From an optimization exercise on the open Yosys and OpenROAD flow, aimed at small area; shortcuts taken in it are not production practice.
In this exercise RTL edits were held to simulation tests only and were not proved equivalent to the original.
Power is estimated from default activity; no workload was simulated.

## run.sh

```bash
#!/bin/bash
# synth_recipe.tcl (not shown) runs the flow's synth.tcl, then flattens the netlist and writes it again
# the make line also repeats each setting of config.mk as NAME=value (left out here)
make -C /OpenROAD-flow-scripts/flow DESIGN_CONFIG=/design/flow/config.mk WORK_HOME=/design/flow/orfs CLKGATE_MAP_FILE= SYNTH_SCRIPT=/design/flow/synth_recipe.tcl finish
```

## config.mk

```make
export PLATFORM = sky130hd
export DESIGN_NAME = rs_branch
export DESIGN_NICKNAME = rs_branch
export VERILOG_FILES = /design/flow/design.v
export SDC_FILE = /design/flow/constraint.sdc
export NUM_CORES = 4
export LEC_CHECK = 0
export CAP_MARGIN = 20
export CORE_MARGIN = 2
export CORE_UTILIZATION = 40
export SLEW_MARGIN = 20
```

## constraint.sdc

```tcl
create_clock -name core_clock -period 7.0 [get_ports {clk}]
set_input_delay 1.4000 -clock core_clock [delete_from_list [all_inputs] [get_ports {clk}]]
set_output_delay 1.4000 -clock core_clock [all_outputs]
set_load 0.01 [all_outputs]
```

## design.v

```verilog
`timescale 1ns/1ps
module rs_branch_slots #(
  parameter int ENT_NUM = 4,
  parameter int ENT_SEL = 2,
  parameter int DATA_LEN = 32,
  parameter int RRF_SEL = 6,
  parameter int PL_LEN = 87,
  parameter int EX_PORTS = 2
) (
  input  logic                         clk,
  input  logic                         reset,
  input  logic                         we1,
  input  logic                         we2,
  input  logic [ENT_SEL-1:0]           waddr1,
  input  logic [ENT_SEL-1:0]           waddr2,
  input  logic [PL_LEN-1:0]            wpayload_1,
  input  logic [PL_LEN-1:0]            wpayload_2,
  input  logic [DATA_LEN-1:0]          wsrc1_1,
  input  logic [DATA_LEN-1:0]          wsrc2_1,
  input  logic [DATA_LEN-1:0]          wsrc1_2,
  input  logic [DATA_LEN-1:0]          wsrc2_2,
  input  logic                         wvalid1_1,
  input  logic                         wvalid2_1,
  input  logic                         wvalid1_2,
  input  logic                         wvalid2_2,
  input  logic [EX_PORTS*DATA_LEN-1:0] exrslt,
  input  logic [EX_PORTS*RRF_SEL-1:0]  exdst,
  input  logic [EX_PORTS-1:0]          kill_spec,
  output logic [ENT_NUM-1:0]           valid1,    
  output logic [ENT_NUM-1:0]           valid2,
  output logic [ENT_NUM*DATA_LEN-1:0]  fwd_src1,  
  output logic [ENT_NUM*DATA_LEN-1:0]  fwd_src2,
  output logic [ENT_NUM*PL_LEN-1:0]    payload
);
  logic [DATA_LEN-1:0] src1 [ENT_NUM];   
  logic [DATA_LEN-1:0] src2 [ENT_NUM];
  logic [PL_LEN-1:0]   pl   [ENT_NUM];
  logic [DATA_LEN-1:0] nxt_src1 [ENT_NUM];
  logic [DATA_LEN-1:0] nxt_src2 [ENT_NUM];
  logic [ENT_NUM-1:0]  nxt_valid1;
  logic [ENT_NUM-1:0]  nxt_valid2;
  logic [ENT_NUM-1:0]  wr1;   
  logic [ENT_NUM-1:0]  wr2;
  always_comb begin
    for (int i = 0; i < ENT_NUM; i++) begin
      wr1[i] = we1 && (waddr1 == i[ENT_SEL-1:0]);
      wr2[i] = we2 && (waddr2 == i[ENT_SEL-1:0]) && !wr1[i];   
    end
  end
  always_comb begin
    for (int i = 0; i < ENT_NUM; i++) begin
      nxt_valid1[i] = valid1[i];
      nxt_src1[i]   = src1[i];
      nxt_valid2[i] = valid2[i];
      nxt_src2[i]   = src2[i];
      for (int b = EX_PORTS - 1; b >= 0; b--) begin
        if (!valid1[i] && !kill_spec[b] && src1[i][RRF_SEL-1:0] == exdst[b*RRF_SEL +: RRF_SEL]) begin
          nxt_valid1[i] = 1'b1;
          nxt_src1[i]   = exrslt[b*DATA_LEN +: DATA_LEN];
        end
        if (!valid2[i] && !kill_spec[b] && src2[i][RRF_SEL-1:0] == exdst[b*RRF_SEL +: RRF_SEL]) begin
          nxt_valid2[i] = 1'b1;
          nxt_src2[i]   = exrslt[b*DATA_LEN +: DATA_LEN];
        end
      end
    end
  end
  always_ff @(posedge clk) begin
    for (int i = 0; i < ENT_NUM; i++) begin
      if (wr1[i]) begin
        pl[i]   <= wpayload_1;
        src1[i] <= wsrc1_1;
        src2[i] <= wsrc2_1;
      end else if (wr2[i]) begin
        pl[i]   <= wpayload_2;
        src1[i] <= wsrc1_2;
        src2[i] <= wsrc2_2;
      end else begin
        src1[i] <= nxt_src1[i];   
        src2[i] <= nxt_src2[i];
      end
    end
  end
  always_ff @(posedge clk) begin
    if (reset) begin
      valid1 <= '0;
      valid2 <= '0;
    end else begin
      for (int i = 0; i < ENT_NUM; i++) begin
        if (wr1[i]) begin
          valid1[i] <= wvalid1_1;
          valid2[i] <= wvalid2_1;
        end else if (wr2[i]) begin
          valid1[i] <= wvalid1_2;
          valid2[i] <= wvalid2_2;
        end else begin
          valid1[i] <= nxt_valid1[i];
          valid2[i] <= nxt_valid2[i];
        end
      end
    end
  end
  always_comb begin
    for (int i = 0; i < ENT_NUM; i++) begin
      fwd_src1[i*DATA_LEN +: DATA_LEN] = nxt_src1[i];   
      fwd_src2[i*DATA_LEN +: DATA_LEN] = nxt_src2[i];
      payload[i*PL_LEN +: PL_LEN]      = pl[i];
    end
  end
endmodule
`timescale 1ns/1ps
module rs_branch_tracker #(
  parameter int ENT_NUM = 4,
  parameter int ENT_SEL = 2,
  parameter int SPECTAG_LEN = 5,
  parameter int PL_LEN = 87,
  parameter int SPECTAG_LSB = 7    
) (
  input  logic                      clk,
  input  logic                      reset,
  input  logic                      we1,
  input  logic                      we2,
  input  logic [ENT_SEL-1:0]        waddr1,
  input  logic [ENT_SEL-1:0]        waddr2,
  input  logic [ENT_SEL-1:0]        issue_addr,
  input  logic                      wspecbit_1,
  input  logic                      wspecbit_2,
  input  logic                      clear_busy,
  input  logic                      prmiss,
  input  logic                      prsuccess,
  input  logic [SPECTAG_LEN-1:0]    prtag,
  input  logic [SPECTAG_LEN-1:0]    specfixtag,
  input  logic [ENT_NUM*PL_LEN-1:0] payload,
  output logic [ENT_NUM-1:0]        busyvec,
  output logic [ENT_NUM-1:0]        prbusyvec_next,
  output logic [ENT_NUM-1:0]        spec_live
);
  logic [ENT_NUM-1:0] specbitvec;
  logic [ENT_NUM-1:0] survive_miss;    
  logic [ENT_NUM-1:0] keep_spec;       
  logic [ENT_NUM-1:0] spec_success;
  logic [SPECTAG_LEN-1:0] tag [ENT_NUM];
  always_comb begin
    for (int i = 0; i < ENT_NUM; i++) begin
      tag[i]          = payload[i*PL_LEN + SPECTAG_LSB +: SPECTAG_LEN];
      survive_miss[i] = (tag[i] & specfixtag) == '0;
      keep_spec[i]    = tag[i] != prtag;
    end
  end
  assign spec_success   = specbitvec & keep_spec;
  assign prbusyvec_next = busyvec & survive_miss;
  assign spec_live      = prsuccess ? spec_success : specbitvec;
  always_ff @(posedge clk) begin
    if (reset) begin
      busyvec    <= '0;
      specbitvec <= '0;
    end else if (prmiss) begin
      busyvec    <= prbusyvec_next;
      specbitvec <= '0;
    end else if (prsuccess) begin
      specbitvec <= spec_success;   
      if (clear_busy) begin
        busyvec[issue_addr] <= 1'b0;
      end
    end else begin
      if (we2) begin
        busyvec[waddr2]    <= 1'b1;
        specbitvec[waddr2] <= wspecbit_2;
      end
      if (we1) begin
        busyvec[waddr1]    <= 1'b1;
        specbitvec[waddr1] <= wspecbit_1;
      end
      if (clear_busy) begin
        busyvec[issue_addr] <= 1'b0;
      end
    end
  end
endmodule
`timescale 1ns/1ps
module rs_branch_select #(
  parameter int ENT_NUM = 4,
  parameter int ENT_SEL = 2,
  parameter int DATA_LEN = 32,
  parameter int PL_LEN = 87
) (
  input  logic [ENT_SEL-1:0]          issue_addr,
  input  logic [ENT_NUM-1:0]          busyvec,
  input  logic [ENT_NUM-1:0]          spec_live,
  input  logic [ENT_NUM-1:0]          valid1,
  input  logic [ENT_NUM-1:0]          valid2,
  input  logic [ENT_NUM*DATA_LEN-1:0] fwd_src1,
  input  logic [ENT_NUM*DATA_LEN-1:0] fwd_src2,
  input  logic [ENT_NUM*PL_LEN-1:0]   payload_all,
  output logic [ENT_NUM-1:0]          ready,
  output logic [DATA_LEN-1:0]         ex_src1,
  output logic [DATA_LEN-1:0]         ex_src2,
  output logic [PL_LEN-1:0]           payload,
  output logic                        specbit
);
  assign ready = busyvec & valid1 & valid2;
  assign ex_src1 = fwd_src1[issue_addr*DATA_LEN +: DATA_LEN];
  assign ex_src2 = fwd_src2[issue_addr*DATA_LEN +: DATA_LEN];
  assign payload = payload_all[issue_addr*PL_LEN +: PL_LEN];
  assign specbit = spec_live[issue_addr];   
endmodule
`timescale 1ns/1ps
module rs_branch (
  input  logic        clk,
  input  logic        reset,
  input  logic        prmiss,
  input  logic        prsuccess,
  input  logic [4:0]  prtag,
  input  logic [4:0]  specfixtag,
  output logic [3:0]  busyvec,
  output logic [3:0]  prbusyvec_next,
  input  logic        clear_busy,
  input  logic [1:0]  issue_addr,
  output logic [3:0]  ready,
  output logic [31:0] ex_src1,
  output logic [31:0] ex_src2,
  output logic [86:0] payload,
  output logic        specbit,
  input  logic        we1,
  input  logic [1:0]  waddr1,
  input  logic [86:0] wpayload_1,
  input  logic [31:0] wsrc1_1,
  input  logic [31:0] wsrc2_1,
  input  logic        wvalid1_1,
  input  logic        wvalid2_1,
  input  logic        wspecbit_1,
  input  logic        we2,
  input  logic [1:0]  waddr2,
  input  logic [86:0] wpayload_2,
  input  logic [31:0] wsrc1_2,
  input  logic [31:0] wsrc2_2,
  input  logic        wvalid1_2,
  input  logic        wvalid2_2,
  input  logic        wspecbit_2,
  input  logic [63:0] exrslt,
  input  logic [11:0] exdst,
  input  logic [1:0]  kill_spec
);
  logic [3:0]     spec_live;
  logic [3:0]     valid1, valid2;
  logic [127:0]   fwd_src1, fwd_src2;
  logic [4*87-1:0] payload_all;
  rs_branch_slots u_slots (
    .clk        (clk),
    .reset      (reset),
    .we1        (we1),
    .we2        (we2),
    .waddr1     (waddr1),
    .waddr2     (waddr2),
    .wpayload_1 (wpayload_1),
    .wpayload_2 (wpayload_2),
    .wsrc1_1    (wsrc1_1),
    .wsrc2_1    (wsrc2_1),
    .wsrc1_2    (wsrc1_2),
    .wsrc2_2    (wsrc2_2),
    .wvalid1_1  (wvalid1_1),
    .wvalid2_1  (wvalid2_1),
    .wvalid1_2  (wvalid1_2),
    .wvalid2_2  (wvalid2_2),
    .exrslt     (exrslt),
    .exdst      (exdst),
    .kill_spec  (kill_spec),
    .valid1     (valid1),
    .valid2     (valid2),
    .fwd_src1   (fwd_src1),
    .fwd_src2   (fwd_src2),
    .payload    (payload_all)
  );
  rs_branch_tracker u_tracker (
    .clk            (clk),
    .reset          (reset),
    .we1            (we1),
    .we2            (we2),
    .waddr1         (waddr1),
    .waddr2         (waddr2),
    .issue_addr     (issue_addr),
    .wspecbit_1     (wspecbit_1),
    .wspecbit_2     (wspecbit_2),
    .clear_busy     (clear_busy),
    .prmiss         (prmiss),
    .prsuccess      (prsuccess),
    .prtag          (prtag),
    .specfixtag     (specfixtag),
    .payload        (payload_all),
    .busyvec        (busyvec),
    .prbusyvec_next (prbusyvec_next),
    .spec_live      (spec_live)
  );
  rs_branch_select u_select (
    .issue_addr  (issue_addr),
    .busyvec     (busyvec),
    .spec_live   (spec_live),
    .valid1      (valid1),
    .valid2      (valid2),
    .fwd_src1    (fwd_src1),
    .fwd_src2    (fwd_src2),
    .payload_all (payload_all),
    .ready       (ready),
    .ex_src1     (ex_src1),
    .ex_src2     (ex_src2),
    .payload     (payload),
    .specbit     (specbit)
  );
endmodule
```

==> impl_metrics.py <==
metrics = {
    "logic_synthesis": {
        "synthAdderAreaFrac": 0.00506,
        "synth_area_leaders": "edfxtp_1 26%, dfxtp_1 14%, mux2_2 9.9%",
        "synth_top_family_by_area": "compound AO/OA/AOI/OAI gates",
        "yosys_warnings": 8,
        "synthArstFlopShare": 0,
        "synth-edff-count": 348,
        "synth_xor_area_frac": 0.0263,
        "ys_types": 59,
        "synth-seq-cells": 620,
        "synth_flop_cell": "edfxtp_1",
        "synth_area_um2": 39500,
        "syn-num-nets": 4455,
        "synth_simple_gate_area_frac": 0.148,
        "yosysTopAreaCell": "edfxtp_1",
        "syn-instance-count": 4030,
        "yosys.area.top_type_share": 0.264,
        "synth_compound_area_frac": 0.208,
        "synth_seq_area_share": 0.402,
        "synth_mux_area_frac": 0.150,
        "syn_avg_cell_area_um2": 9.81,
    },
    "floorplanning": {
        "start_util": 0.403,
        "io_pins": 573,
        "rows": 115,
        "design.core.area_um2": 98100,
        "dieWidth_um": 318,
        "fp.dieArea_um2": 101000,
        "die_h_um": 318,
    },
    "timing": {
        "tns_ps": 0,
        "rsz0062_at_grt": "no",
        "maxSlewViolCount": 0,
        "tightest_slew_ps": 1160,
        "timing.final.crit_share": 0.912,
        "maxSlewHeadroom": 0.228,
        "finalSetupViolCount": 0,
        "max_freq_ghz": 0.157,
        "final_hold_viol_count": 0,
        "period_needed_ps": 6390,
        "setup_ws_ps": 614,
        "finalClockSkew_ps": 36.5,
    },
    "drt": {
        "wl_um": 176000,
        "vias_per_cell": 6.81,
        "vias": 38400,
        "final_antenna_net_count": 0,
        "route.detailed.drc": 0,
        "first_pass_iters": 7,
        "first_iter_violations": 5352,
        "wire_per_inst_um": 31.3,
    },
    "flow_run": {
        "drv_cap": 0,
    },
    "grt": {
        "grt_usage": 0.334,
        "grt_pass1_wl_um": 254000,
        "grt_antenna_before_repair": 42,
        "grt_overflow_total": 0,
        "grt_pass1_vias": 36800,
        "grt_max_degree": 141,
    },
    "clock_tree": {
        "ctsHoldBuffers": 0,
        "root_buffer": "clkbuf_16",
        "post_cts_resize_count": 0,
        "cts_max_path_buffers": 3,
        "clkTransAtPathRegs_ps": 60,
        "post_cts_buffers": 0,
        "cts_max_level": 3,
        "cts_sinks": 620,
        "cts_buffers": 77,
        "clk_latency_ps": 680,
        "cts_tree": "yes",
    },
    "placed_design": {
        "hpwl_um": 111000,
        "place_ws_ps": 749,
        "dpl.cell_count": 5493,
        "portBuffers": 572,
        "gp_congestion": 0.957,
    },
    "finish": {
        "syn_to_final_growth_pct": 21.8,
        "fill_cells": 9000,
        "final-seq-area_um2": 15900,
        "final_cells": 5638,
        "multi_input_area_um2": 21300,
        "layout.nets": 4710,
        "final_layout_size_suffix_gt1_frac": 0.166,
    },
    "worst_setup_path": {
        "crit_arrival_ps": 4990,
        "critPathLaunchType": "input port",
        "endpoint_kind": "output pin",
        "required_ps": 5600,
        "crit_fanout": 14,
        "critPathKind": "input port to output pin",
    },
    "power": {
        "power_density_nw_per_um2": 261,
        "ir_worst_vdd_uv": 169,
        "power_mw": 12.6,
        "p_leak_nw": 15.3,
    },
    "worst_hold_path": {
        "hold_path_class": "register to register",
    },
    "run_status": {
        "status": "timing/DRC/antenna clean",
    },
}
worst max-delay path, stage by stage:
cell	delay [ps]
clkdlybuf4s50_1	790
xnor2_1	370
and3_1	820
buf_4	380
nand3_1	140
a311oi_1	360
or4_1	180
clkdlybuf4s50_1	530
stage by stage:
step | instance area [um2] | hold slack, ps | utilization
after floorplan | 39500 | 460 | -
after global placement | 45600 | 511 | 0.465
after detailed placement | 45600 | 530 | 0.465
after CTS | 48100 | 537 | 0.490
after global routing | 48100 | 571 | 0.490
final | 48100 | 537 | 0.491
state kept, by name (all words and copies together), names as in the netlist:
signal                cells
u_slots.valid1            4
u_slots.src1            128
u_slots.src2            128
u_slots.valid2            4
u_tracker.specbitvec      4
u_slots.pl              348
u_tracker.busyvec         4
synth_stat cells, types with 3 or more instances:
| cell type | count |
|---|---|
| ha_1 | 16 |
| a311o_1 | 256 |
| xnor2_2 | 3 |
| nand2_1 | 286 |
| a22oi_1 | 8 |
| o21ai_2 | 28 |
| xnor2_1 | 107 |
| and2_0 | 3 |
| nand3_1 | 277 |
| inv_1 | 7 |
| mux4_2 | 88 |
| a31oi_1 | 258 |
| o21ai_1 | 188 |
| or4_1 | 64 |
| o31ai_1 | 3 |
| clkbuf_8 | 7 |
| o22ai_1 | 8 |
| a221oi_1 | 5 |
| nand2b_1 | 6 |
| and4_1 | 8 |
| nor3_1 | 259 |
| edfxtp_1 | 348 |
| dfxtp_1 | 272 |
| buf_1 | 38 |
| nor2_1 | 294 |
| a211oi_1 | 3 |
| o21ai_0 | 47 |
| a311oi_1 | 266 |
| nand3_2 | 4 |
| and3_1 | 12 |
| buf_4 | 10 |
| or2_1 | 7 |
| buf_2 | 113 |
| clkbuf_1 | 304 |
| nand4_1 | 12 |
| nand4_2 | 5 |
| mux2_2 | 348 |
| buf_6 | 28 |
| xor2_1 | 6 |
| a21oi_1 | 4 |
layout make-up:
| type | instances | area share |
|---|---|---|
| Multi-Input combinational cell | 2896 | 0.442 |
| Antenna cell | 7 | 0.000364 |
| Timing Repair Buffer | 683 | 0.141 |
| Inverter | 7 | 0.000546 |
| Tap cell | 1287 | 0.0335 |
| Clock buffer | 107 | 0.0451 |
| Sequential cell | 620 | 0.330 |
| Clock inverter | 31 | 0.00702 |
power by group:
part	switching, mW	internal (mW)	leakage, nW
Clock	1.74	2.29	1.22
Combinational	2.19	1.64	8.51
Sequential	0.248	4.44	5.55
Total	4.18	8.37	15.3
final timing paths:
path | from | endpoint | slack, ps | cells past startpoint
worst max-delay path | exdst[6] | ex_src1[8] | 610 | 8
worst min-delay path | u_tracker.specbitvec[0]$_SDFF_PP0_ | u_tracker.specbitvec[0]$_SDFF_PP0_ | 540 | 2
worst max register to register | u_slots.src1[3][5]$_DFF_P_ | u_slots.src1[3][12]$_DFF_P_ | 4380 | 6
worst min register to register | u_tracker.specbitvec[0]$_SDFF_PP0_ | u_tracker.specbitvec[0]$_SDFF_PP0_ | 540 | 2
cells by family after synthesis:
| logic type | Yosys count |
|---|---|
| AND/OR/NAND/NOR | 1247 |
| AO/OA/AOI/OAI | 1080 |
| flip-flops | 620 |
| buffers and inverters | 514 |
| multiplexers | 437 |
| XOR/XNOR | 116 |
| adder cells (fa/ha/maj) | 16 |
placed cells by master, fill, tap and decap left out, types with 11 or more instances in the layout:
| master | n |
|---|---|
| clkbuf_16 | 78 |
| xnor2_1 | 107 |
| ha_1 | 16 |
| o21ai_2 | 28 |
| mux2_2 | 348 |
| o21ai_1 | 188 |
| nand3_1 | 277 |
| nand4_1 | 12 |
| clkdlybuf4s50_1 | 570 |
| o21ai_0 | 47 |
| a311oi_1 | 266 |
| buf_4 | 92 |
| a31oi_1 | 258 |
| a311o_1 | 256 |
| nor2_1 | 294 |
| and3_1 | 12 |
| clkinv_1 | 12 |
| edfxtp_1 | 348 |
| or4_1 | 64 |
| buf_12 | 20 |
| mux4_2 | 88 |
| clkbuf_1 | 18 |
| nand2_1 | 281 |
| clkbuf_8 | 11 |
| nor3_1 | 259 |
| dfxtp_1 | 272 |
metal layers:
metal / GRT usage / share of wire / wire length, um / vias up
met5: 0 / 0.0022 / 384 / -
met4: 0.175 / 0.057 / 10100 / 62
met3: 0.130 / 0.14 / 23900 / 592
met2: 0.512 / 0.44 / 77600 / 2746
met1: 0.406 / 0.36 / 64400 / 18600
li1: - / - / - / 16500

[afterwards: timing with drivers on the ports]
The results above use ideal ports. As a check the final layout listed here was re-extracted and re-timed, cells and wires unchanged. Step 1 assumes that a clkbuf_16 drives the clock port and a buf_2 every other input. Step 2 moves the port delays by t, midway between the first and last clock arrival at a register: inputs arrive t later, outputs are due t later. That takes back most of the time a late clock gives input paths. a / b / c = ideal ports / drivers / drivers and shift; a / b = the first two.
t (ns): 0.726
setup slack, ns: 0.614 / 0.585 / 0.585
hold slack, ns: 0.537 / 0.537 / 0.537
slew at the worst register clock pin (ns): 0.06 / 0.06
After both steps setup and hold are still met in this run. For this run, drivers alone change the setup slack by -0.029 ns; drivers and shift together by -0.029 ns.
